This design comes from an exercise in tuning for small area and a short achievable clock period on the open sky130 flow, not from production work. Only simulation tests tie the RTL to the original design; equivalence was not proved.

== the previous run ==
Design timing_recovery_top, start of the top module:
module timing_recovery_top (
  input  logic               clk,
  input  logic               reset_n,
  input  logic [31:0]        sample_i,     
  output logic [31:0]        sym_o,        
  output logic               sym_valid_o,
  output logic [18:0]        err_o,        
  output logic signed [11:0] ctrl_o
);
make LEC_CHECK=0 CAP_MARGIN=20 CORE_MARGIN=2 CORE_UTILIZATION=40 SETUP_SLACK_MARGIN=5 SLEW_MARGIN=20 finish   # period 12.0 ns
run.sh (not shown) runs the stock make flow with config.mk's settings and CLKGATE_MAP_FILE= SYNTH_SCRIPT=/design/flow/synth_recipe.tcl, a recipe that flattens the netlist after the stock synthesis.
Both conditions hold for the previous run: the flow ran to the end and the final layout passed the timing, DRC and antenna checks.
Inputs modified between the previous run and the current run:
# the previous run
export LEC_CHECK = 0
export CAP_MARGIN = 20
export CORE_MARGIN = 2
export CORE_UTILIZATION = 40
export SETUP_SLACK_MARGIN = 5
export SLEW_MARGIN = 20
create_clock -name core_clock -period 12.0 [get_ports {clk}]
# the current run
export LEC_CHECK = 0
export CAP_MARGIN = 20
export CORE_MARGIN = 2
export CORE_UTILIZATION = 40
export SLEW_MARGIN = 20
create_clock -name core_clock -period 12.0 [get_ports {clk}]
==> flow/flow/run.sh (new file) <==
#!/bin/bash
set -euo pipefail
bash standard.sh SETUP_SLACK_MARGIN=7 finish > standard_flow.log 2>&1
==> flow/standard.sh (new file) <==
#!/bin/bash
# synth_recipe.tcl (not shown) runs the flow's synth.tcl, then flattens the netlist and writes it again
# the make line also repeats each setting of config.mk as NAME=value (left out here)
make -C /OpenROAD-flow-scripts/flow DESIGN_CONFIG=/design/flow/config.mk WORK_HOME=/design/flow/orfs CLKGATE_MAP_FILE= SYNTH_SCRIPT=/design/flow/synth_recipe.tcl "${@:-finish}"
removed: flow/run.sh
==> results.txt <==
In the current run, the area taken by multi-input logic gates came out 0.0014 mm^2 above the value in the previous run.
The current run against the previous run: worst setup slack has increased; worst endpoint data arrival time went down 590 ps.
| overall routing resource usage | lower: the previous run |
The current run vs the previous run: achievable clock frequency up
The current run: post-cts resize count 429 above the previous run
The previous run has lower hold slack than the current run.


Another version of the RTL of timing_recovery_top (not shown whole).
Size: about 430 flip-flops, ~98 I/O pins, ~24000 um2 of cells after synthesis.
## timing_recovery_top
module timing_recovery_top (
  input  logic               clk,
  input  logic               reset_n,
  input  logic [31:0]        sample_i,     
  output logic [31:0]        sym_o,        
  output logic               sym_valid_o,
  output logic [18:0]        err_o,        
  output logic signed [11:0] ctrl_o
);
  logic               sym_strobe;   
  logic               hp_load;       
  logic [18:0]        err;          
  logic signed [11:0] ctrl;         
  gardner_ted u_ted (
    .clk          (clk),
    .reset_n      (reset_n),
    .sample_i     (sample_i),
    .sym_strobe_i (sym_strobe),
    .hp_load_i     (hp_load),
    .err_o        (err),
    .sym_o        (sym_o),
    .sym_valid_o  (sym_valid_o)
  );
  loop_filter_pi u_lf (
    .clk     (clk),
    .reset_n (reset_n),
    .err_i   (err),
    .ctrl_o  (ctrl)
  );
  symbol_nco u_nco (
    .clk          (clk),
    .reset_n      (reset_n),
    .ctrl_i       (ctrl),
    .sym_strobe_o (sym_strobe),
    .hp_load_o     (hp_load)
  );
  assign err_o  = err;
  ...
Settings: LEC_CHECK=0, CAP_MARGIN=20, CORE_MARGIN=2, CORE_UTILIZATION=40, SLEW_MARGIN=20; clock period 12.0 ns.
standard.sh (not shown) runs the stock make flow with config.mk's settings and CLKGATE_MAP_FILE= SYNTH_SCRIPT=/design/flow/synth_recipe.tcl, a recipe that flattens the netlist after the stock synthesis.
==> flow/flow/run.sh <==
#!/bin/bash
# The standard layout (the standard.sh, unchanged synthesis and steps) with
# two make settings: the timing repair steps aim for 6.5 ns of setup slack
# (SETUP_SLACK_MARGIN=6.5), and every input and output port still gets its own
# buffer, but a buf_1 rather than the default delay buffer (BUFFER_PORTS_ARGS);
# the repair steps resize the ones on critical paths. The make output goes to
# standard_flow.log; each ORFS step also keeps its own log under orfs/logs.
set -euo pipefail
bash standard.sh SETUP_SLACK_MARGIN=6.5 "BUFFER_PORTS_ARGS=-buffer_cell sky130_fd_sc_hd__buf_1" finish > standard_flow.log 2>&1
The baseline passed the timing, DRC and antenna checks.
Then changed:
==> flow/flow/run.sh (replaced) <==
#!/bin/bash
set -euo pipefail
bash standard.sh SETUP_SLACK_MARGIN=6 finish > standard_flow.log 2>&1
What happened: The new run passed the timing, DRC and antenna checks. Core utilization falls by 1.3 points. Hold slack gains 19 ps. Non-clock buffer count falls by 41. Routed wire length falls by a few percent. Count of clock-buffer cells in the layout rises by 1. Final cell count falls slightly. Die area is unchanged. Sequential share of layout area rises by 0.88 points.

what the ideal ports hide:
Ports are ideal in the flow. The routed layouts listed here were re-timed in OpenROAD.
Step 1 (the two cells are an assumption about what drives the block):
set clk [get_ports {clk}]
set_driving_cell -lib_cell sky130_fd_sc_hd__clkbuf_16 $clk
set_driving_cell -lib_cell sky130_fd_sc_hd__buf_2 [delete_from_list [all_inputs] $clk]
Step 2 also shifts input and output timing later by t, the mid clock arrival at the registers, as if the neighbouring blocks saw the same clock.
Three values: no drivers, after step 1, after step 2; two values: the first two.
| run | t, ns | slack for setup (ns) | slew at the worst register clock pin (ns) | worst data-port slew with drivers (ns) | cell pins on the clock port's net |
|---|---|---|---|---|---|
| the previous run | 0.644 | 5.180 / 5.116 / 5.129 | 0.08 / 0.08 | 0.05 | 1 |
| the current run | 0.643 | 5.768 / 5.712 / 5.847 | 0.07 / 0.07 | 0.05 | 1 |
| the first run of note 2 | 0.639 | 6.357 / 6.393 / 5.754 | 0.07 / 0.07 | 0.05 | 1 |
| the second run of note 2 | 0.635 | 6.085 / 6.086 / 5.481 | 0.06 / 0.06 | 0.06 | 1 |
After both steps setup and hold are still met in every run listed. For the second run of note 2, which loses most, drivers alone change the setup slack by +0.001 ns; drivers and shift together by -0.604 ns.
